This design comes from an exercise in tuning for a short achievable clock period and few clock cycles on the open sky130 flow, not from production work. RTL that was checked went through simulation tests only; none was proved equivalent to the original. The clock input has no modelled driver; a real chip could not lean on it and would need a root buffer or a full tree.

==> job 1798: inputs <==
==> flow/design.v (excerpt) <==
module lsp_prev_engine
#(
  parameter int M      = 10,
  parameter int NP     = 4,
  parameter int SHIFT  = 3,
  parameter int ADDR_W = 11,
  parameter int DATA_W = 32
) (
  input  logic              clk,
  input  logic              reset,
  input  logic              start,
  input  logic              mode,
  input  logic [ADDR_W-1:0] x_base,
  input  logic [ADDR_W-1:0] g_base,
  input  logic [ADDR_W-1:0] fp_base,
  input  logic [ADDR_W-1:0] fg_base,
  input  logic [ADDR_W-1:0] out_base,
  input  logic [DATA_W-1:0] readIn,
  output logic [ADDR_W-1:0] readAddr,
  output logic [ADDR_W-1:0] writeAddr,
  output logic [DATA_W-1:0] writeOut,
  output logic              writeEn,
  output logic              busy,
  output logic              done
);
export LEC_CHECK = 0
export ABC_CLOCK_PERIOD_IN_PS = 3000
export CAP_MARGIN = 20
export CORE_MARGIN = 2
export CORE_UTILIZATION = 55
export SLEW_MARGIN = 20
create_clock -name core_clock -period 13.0 [get_ports {clk}]
standard.sh (not shown) runs the stock make flow with config.mk's settings and CLKGATE_MAP_FILE= SYNTH_SCRIPT=/design/flow/synth_recipe.tcl, a recipe that flattens the netlist after the stock synthesis.
==> flow/flow/run.sh <==
#!/bin/bash
# The standard layout (standard.sh), with:
#  - repair_timing aiming for a large setup margin (the SDC and its clock
#    period are unchanged) and resizing not limited to the same footprint;
set -euo pipefail
bash standard.sh SETUP_SLACK_MARGIN=9.6 MATCH_CELL_FOOTPRINT=0 \
  PRE_CTS_TCL="$PWD/flow/cts_tree.tcl" TREE_SINKS_PER_LEAF=16 finish > flow_make.log 2>&1
==> flow/flow/cts_tree.tcl <==
# PRE_CTS hook: replaces clock_tree_synthesis with a two-level clock tree.
# The clock port drives up to four root clkbuf_16 (its fanout limit), each
# at the centre of the leaf buffers it drives: one leaf clkbuf_16 per
# cluster of nearby registers
# (k-means on the placed register positions); each leaf drives its cluster.
# Every register gets the same two buffers on its clock path.

proc my_two_level_tree { args } {
  set per_leaf 24
  if { [info exists ::env(TREE_SINKS_PER_LEAF)] } {
    set per_leaf $::env(TREE_SINKS_PER_LEAF)
  }
  set db [ord::get_db]
  set block [ord::get_db_block]
  set clknet [$block findNet clk]
  set master [$db findMaster sky130_fd_sc_hd__clkbuf_16]

  # registers' clock pins and their positions
  set sinks {}
  foreach it [$clknet getITerms] {
    set inst [$it getInst]
    set bb [$inst getBBox]
    set x [expr {([$bb xMin] + [$bb xMax]) / 2.0}]
    set y [expr {([$bb yMin] + [$bb yMax]) / 2.0}]
    lappend sinks [list $it $x $y]
  }
  set n [llength $sinks]
  set k [expr {max(1, int(ceil(double($n) / $per_leaf)))}]
  puts "tree: $n sinks, $k leaf buffers"

  # k-means, seeded by sorting on x then y in strips
  set sorted [lsort -real -index 1 $sinks]
  set cx {}; set cy {}
  for {set c 0} {$c < $k} {incr c} {
    set s [lindex $sorted [expr {int(($c + 0.5) * $n / $k)}]]
    lappend cx [lindex $s 1]; lappend cy [lindex $s 2]
  }
  set assign [lrepeat $n 0]
  for {set iter 0} {$iter < 40} {incr iter} {
    # balanced assignment: each cluster takes at most cap sinks
    set cap [expr {int(ceil(double($n) / $k)) + 2}]
    set cnt [lrepeat $k 0]
    set pairs {}
    for {set i 0} {$i < $n} {incr i} {
      set s [lindex $sinks $i]
      set x [lindex $s 1]; set y [lindex $s 2]
      set d {}
      for {set c 0} {$c < $k} {incr c} {
        lappend d [list $c [expr {abs($x - [lindex $cx $c]) + abs($y - [lindex $cy $c])}]]
      }
      set d [lsort -real -index 1 $d]
      # regret: how much worse the second choice is
      set reg [expr {[llength $d] > 1 ? [lindex $d 1 1] - [lindex $d 0 1] : 0}]
      lappend pairs [list $i $reg $d]
    }
    set pairs [lsort -real -decreasing -index 1 $pairs]
    foreach p $pairs {
      set i [lindex $p 0]
      foreach cd [lindex $p 2] {
        set c [lindex $cd 0]
        if {[lindex $cnt $c] < $cap} {
          lset assign $i $c
          lset cnt $c [expr {[lindex $cnt $c] + 1}]
          break
        }
      }
    }
    set sx [lrepeat $k 0.0]; set sy [lrepeat $k 0.0]
    for {set i 0} {$i < $n} {incr i} {
      set c [lindex $assign $i]
      set s [lindex $sinks $i]
      lset sx $c [expr {[lindex $sx $c] + [lindex $s 1]}]
      lset sy $c [expr {[lindex $sy $c] + [lindex $s 2]}]
    }
    for {set c 0} {$c < $k} {incr c} {
      if {[lindex $cnt $c] > 0} {
        lset cx $c [expr {[lindex $sx $c] / [lindex $cnt $c]}]
        lset cy $c [expr {[lindex $sy $c] / [lindex $cnt $c]}]
      }
    }
  }

  set nr [expr {min(4, $k)}]
  set lsorted {}
  for {set c 0} {$c < $k} {incr c} {
    lappend lsorted [list $c [lindex $cx $c] [lindex $cy $c]]
  }
  set lsorted [lsort -real -index 1 $lsorted]
  set rx {}; set ry {}
  for {set r 0} {$r < $nr} {incr r} {
    set s [lindex $lsorted [expr {int(($r + 0.5) * $k / $nr)}]]
    lappend rx [lindex $s 1]; lappend ry [lindex $s 2]
  }
  set lgrp [lrepeat $k 0]
  for {set iter 0} {$iter < 40} {incr iter} {
    set rcap [expr {int(ceil(double($k) / $nr)) + 1}]
    set rcnt [lrepeat $nr 0]
    set pairs {}
    for {set c 0} {$c < $k} {incr c} {
      set d {}
      for {set r 0} {$r < $nr} {incr r} {
        lappend d [list $r [expr {abs([lindex $cx $c] - [lindex $rx $r]) + abs([lindex $cy $c] - [lindex $ry $r])}]]
      }
      set d [lsort -real -index 1 $d]
      set reg [expr {[llength $d] > 1 ? [lindex $d 1 1] - [lindex $d 0 1] : 0}]
      lappend pairs [list $c $reg $d]
    }
    set pairs [lsort -real -decreasing -index 1 $pairs]
    foreach p $pairs {
      set c [lindex $p 0]
      foreach rd [lindex $p 2] {
        set r [lindex $rd 0]
        if {[lindex $rcnt $r] < $rcap} {
          lset lgrp $c $r
          lset rcnt $r [expr {[lindex $rcnt $r] + 1}]
          break
        }
      }
    }
    set sx [lrepeat $nr 0.0]; set sy [lrepeat $nr 0.0]
    for {set c 0} {$c < $k} {incr c} {
      set r [lindex $lgrp $c]
      lset sx $r [expr {[lindex $sx $r] + [lindex $cx $c]}]
      lset sy $r [expr {[lindex $sy $r] + [lindex $cy $c]}]
    }
    for {set r 0} {$r < $nr} {incr r} {
      if {[lindex $rcnt $r] > 0} {
        lset rx $r [expr {[lindex $sx $r] / [lindex $rcnt $r]}]
        lset ry $r [expr {[lindex $sy $r] / [lindex $rcnt $r]}]
      }
    }
  }
  set rootnets {}
  for {set r 0} {$r < $nr} {incr r} {
    set root [odb::dbInst_create $block $master clkbuf_root_$r]
    $root setLocation [expr {int([lindex $rx $r])}] [expr {int([lindex $ry $r])}]
    $root setPlacementStatus PLACED
    set rootnet [odb::dbNet_create $block clknet_root_$r]
    $rootnet setSigType CLOCK
    [$root findITerm A] connect $clknet
    [$root findITerm X] connect $rootnet
    lappend rootnets $rootnet
  }

  set leafnets {}
  for {set c 0} {$c < $k} {incr c} {
    set b [odb::dbInst_create $block $master clkbuf_leaf_$c]
    $b setLocation [expr {int([lindex $cx $c])}] [expr {int([lindex $cy $c])}]
    $b setPlacementStatus PLACED
    set net [odb::dbNet_create $block clknet_leaf_$c]
    $net setSigType CLOCK
    [$b findITerm A] connect [lindex $rootnets [lindex $lgrp $c]]
    [$b findITerm X] connect $net
    lappend leafnets $net
  }
  puts "tree: leaves per root $rcnt"
  for {set i 0} {$i < $n} {incr i} {
    set it [lindex [lindex $sinks $i] 0]
    $it disconnect
    $it connect [lindex $leafnets [lindex $assign $i]]
  }
  puts "tree: cluster sizes $cnt"
}

rename clock_tree_synthesis my_orig_clock_tree_synthesis
proc clock_tree_synthesis { args } {
  my_two_level_tree
}
==> inputs of job 1654, as changes to job 1798 <==
--- a/flow/design.v
+++ b/flow/design.v
@@ -1418,15 +1418,12 @@
   logic [7:0]         r_negu;                   
   logic [7:0]         r_gone, r_gtwo, r_gneg;   
   logic [135:0]       r_pp;       
   logic [7:0]         r_ppneg;
   logic signed [15:0] r_x;        
   logic               r_wmin, r_wmin_d;         
-  logic               r_sg1, r_nz1;             
-  logic               r_gsg, r_gnz;             
-  logic               r_psign;                  
   logic [32:0]        r_ts, r_tc;    
   logic               r_fv;          
   logic signed [31:0] r_acc;
   logic [15:0]        r_acct;        
   logic [31:0]        r_es, r_ec;    
   logic               r_e1v, r_e2v;
@@ -1462,16 +1459,12 @@
     r_x      <= r_din;
     r_wmin   <= (readIn[15:0] == 16'h8000);
     r_wmin_d <= r_wmin;
     r_gone   <= r_one;
     r_gtwo   <= r_two;
     r_gneg   <= r_negu;
-    r_sg1    <= readIn[15];
-    r_nz1    <= (readIn[15:0] != 16'h0000);
-    r_gsg    <= r_sg1;
-    r_gnz    <= r_nz1;
   end
   logic [32:0] w_ts, w_tc;
   lsp_dadda_mac u_mul (.pp(r_pp), .neg(r_ppneg), .acc(r_acc), .s(w_ts), .c(w_tc));
   logic w_special;
   assign w_special = r_wmin & r_wmin_d;
   always_ff @(posedge clk) begin
@@ -1503,27 +1496,29 @@
   logic [31:0]  w_et_s, w_et_c;
   lsp_booth_pp u_epp (
     .one(r_gone), .two(r_gtwo), .neg(r_gneg), .b(r_acct), .pp(w_epp)
   );
   lsp_dadda32 u_fin (.pp(w_epp), .neg(r_gneg), .s(w_et_s), .c(w_et_c));
   logic [15:0] r_wout;
-  logic        r_wsx, r_wsy;
+  logic        w_wsign;
+  assign w_wsign = r_mode ? w_t[32] : w_p[31];
+  logic [15:0] w_wsx;
+  for (genvar i = 0; i < 16; i++) begin : g_sx
+    lsp_sign_reg u_sx (.clk(clk), .d(w_wsign), .q(w_wsx[i]));
+  end
   assign w_wen = r_mode ? r_fv : r_e2v;
   always_ff @(posedge clk) begin
     if (d_init) begin
       r_acc <= r_mode ? 32'h0 : {r_x, 16'h0000};
     end else begin
       r_acc <= w_sat;
     end
     r_acct <= w_sat[31:16];
     r_es <= w_et_s;
     r_ec <= w_et_c;
     r_wout   <= r_mode ? w_sat[31:16] : w_eres;
-    r_wsx    <= r_mode ? w_t[32] : w_p[31];
-    r_wsy    <= r_mode ? w_t[32] : r_psign;
-    r_psign  <= r_gnz & (r_acct != 16'h0000) & (r_gsg ^ r_acct[15]);
     r_waddr <= r_wptr;
   end
   always_ff @(posedge clk) begin
     if (reset) begin
       r_fv   <= 1'b0;
       r_e1v  <= 1'b0;
@@ -1537,11 +1532,18 @@
       r_wen  <= w_wen;
       r_done <= w_wen & (r_wcnt == 4'(M - 1));
     end
   end
   assign readAddr  = r_raddr;
   assign writeAddr = r_waddr;
-  assign writeOut  = {{6{r_wsy}}, {5{r_wsx}}, {5{r_wout[15]}}, r_wout};
+  assign writeOut  = {w_wsx, r_wout};
   assign writeEn   = r_wen;
   assign busy      = r_busy;
   assign done      = r_done;
 endmodule
+module lsp_sign_reg (
+  input  logic clk,
+  input  logic d,
+  output logic q
+);
+  always_ff @(posedge clk) q <= d;
+endmodule
==> flow/flow/run.sh (replaced) <==
#!/bin/bash
# The standard layout (standard.sh), with:
#  - repair_timing aiming for a large setup margin (the SDC and its clock
#    period are unchanged) and resizing not limited to the same footprint;
set -euo pipefail
bash standard.sh SETUP_SLACK_MARGIN=10.2 MATCH_CELL_FOOTPRINT=0 \
  PRE_CTS_TCL="$PWD/flow/cts_tree.tcl" finish > flow_make.log 2>&1
--- a/flow/config.mk
+++ b/flow/config.mk
@@ -7,6 +7,7 @@
 export LEC_CHECK = 0
 export ABC_CLOCK_PERIOD_IN_PS = 3000
 export CAP_MARGIN = 20
 export CORE_MARGIN = 2
 export CORE_UTILIZATION = 55
 export SLEW_MARGIN = 20
+export SYNTH_HIERARCHICAL = 1
==> results.yml <==
run_status:
  status: "no timing/DRC/antenna violations"
yosys:
  synth_fa_ha_area_share_pct: 19.03
  synth-compound-area-share_pct: 15.96
place:
  globalplace.congestion: 0.9137
cells_and_area:
  n_all_inverters: 261
global_routing:
  grtUsageMet3_pct: 5.576
critical_path:
  critPathLaunch: "r_wout[15]"
  r2r_start: "r_acct[1]"
routing:
  vias_per_cell: 5.946
  wl_met3_mm: 7.559
floorplanning:
  die-area_sq_um: 54200
the above is filed under job 1798

==> results.yml <==
run_status:
  status: "no timing/DRC/antenna violations"
yosys:
  synth-compound-area-share_pct: 15.29
  synth_cell_types: 87
  synth_fa_ha_area_share_pct: 17.90
  synth.avg_cell_area_sq_um: 10.32
critical_path:
  critPathLaunch: "r_done"
  r2r_start: "r_pp[16]"
  crit_chain: "buf_6"
  required_ps: 10400
cells_and_area:
  diodes: 1
  layout.nets: 3502
global_routing:
  grtUsageMet3_pct: 3.230
clocking:
  worstSkewPairLatency_ps: 390
floorplanning:
  die-area_sq_um: 58340
routing:
  wl_met3_mm: 4.923
the above is filed under job 1654

Testbench counts of job 1654, summed over its fixed seeds: cycles 20,262.
For job 1798, only the layout was checked, not whether the RTL still works. No run of this note takes its clock network from TritonCTS; it comes from the design's own scripts or RTL.

[separate check: timing with driven ports]
How much do the figures lean on ideal ports? The routed layouts below were timed once more, with nothing changed but the port constraints. Step 1 sets driving cells, clkbuf_16 on the clock port and buf_2 on the other inputs (assumed; they add their load-dependent delay and slew). Step 2 also shifts input and output timing later by t, the mid clock arrival at the registers, as if the neighbouring blocks saw the same clock. Slacks: no drivers / after step 1 / after step 2; pairs: no drivers / after step 1.
run	shift t [ns]	slack for setup (ns)	worst setup path at the end	latest minus earliest clock arrival (ns)	pins driven straight from the clock port
job 1798	0.484	9.498 / 9.371 / 9.431	input to register	0.069 / 0.069	4
job 1654	0.484	9.575 / 9.440 / 9.562	input to register	0.091 / 0.091	4
After both steps every run listed still meets setup and hold. For job 1798, which loses most, drivers alone change the setup slack by -0.127 ns; drivers and shift together by -0.067 ns.
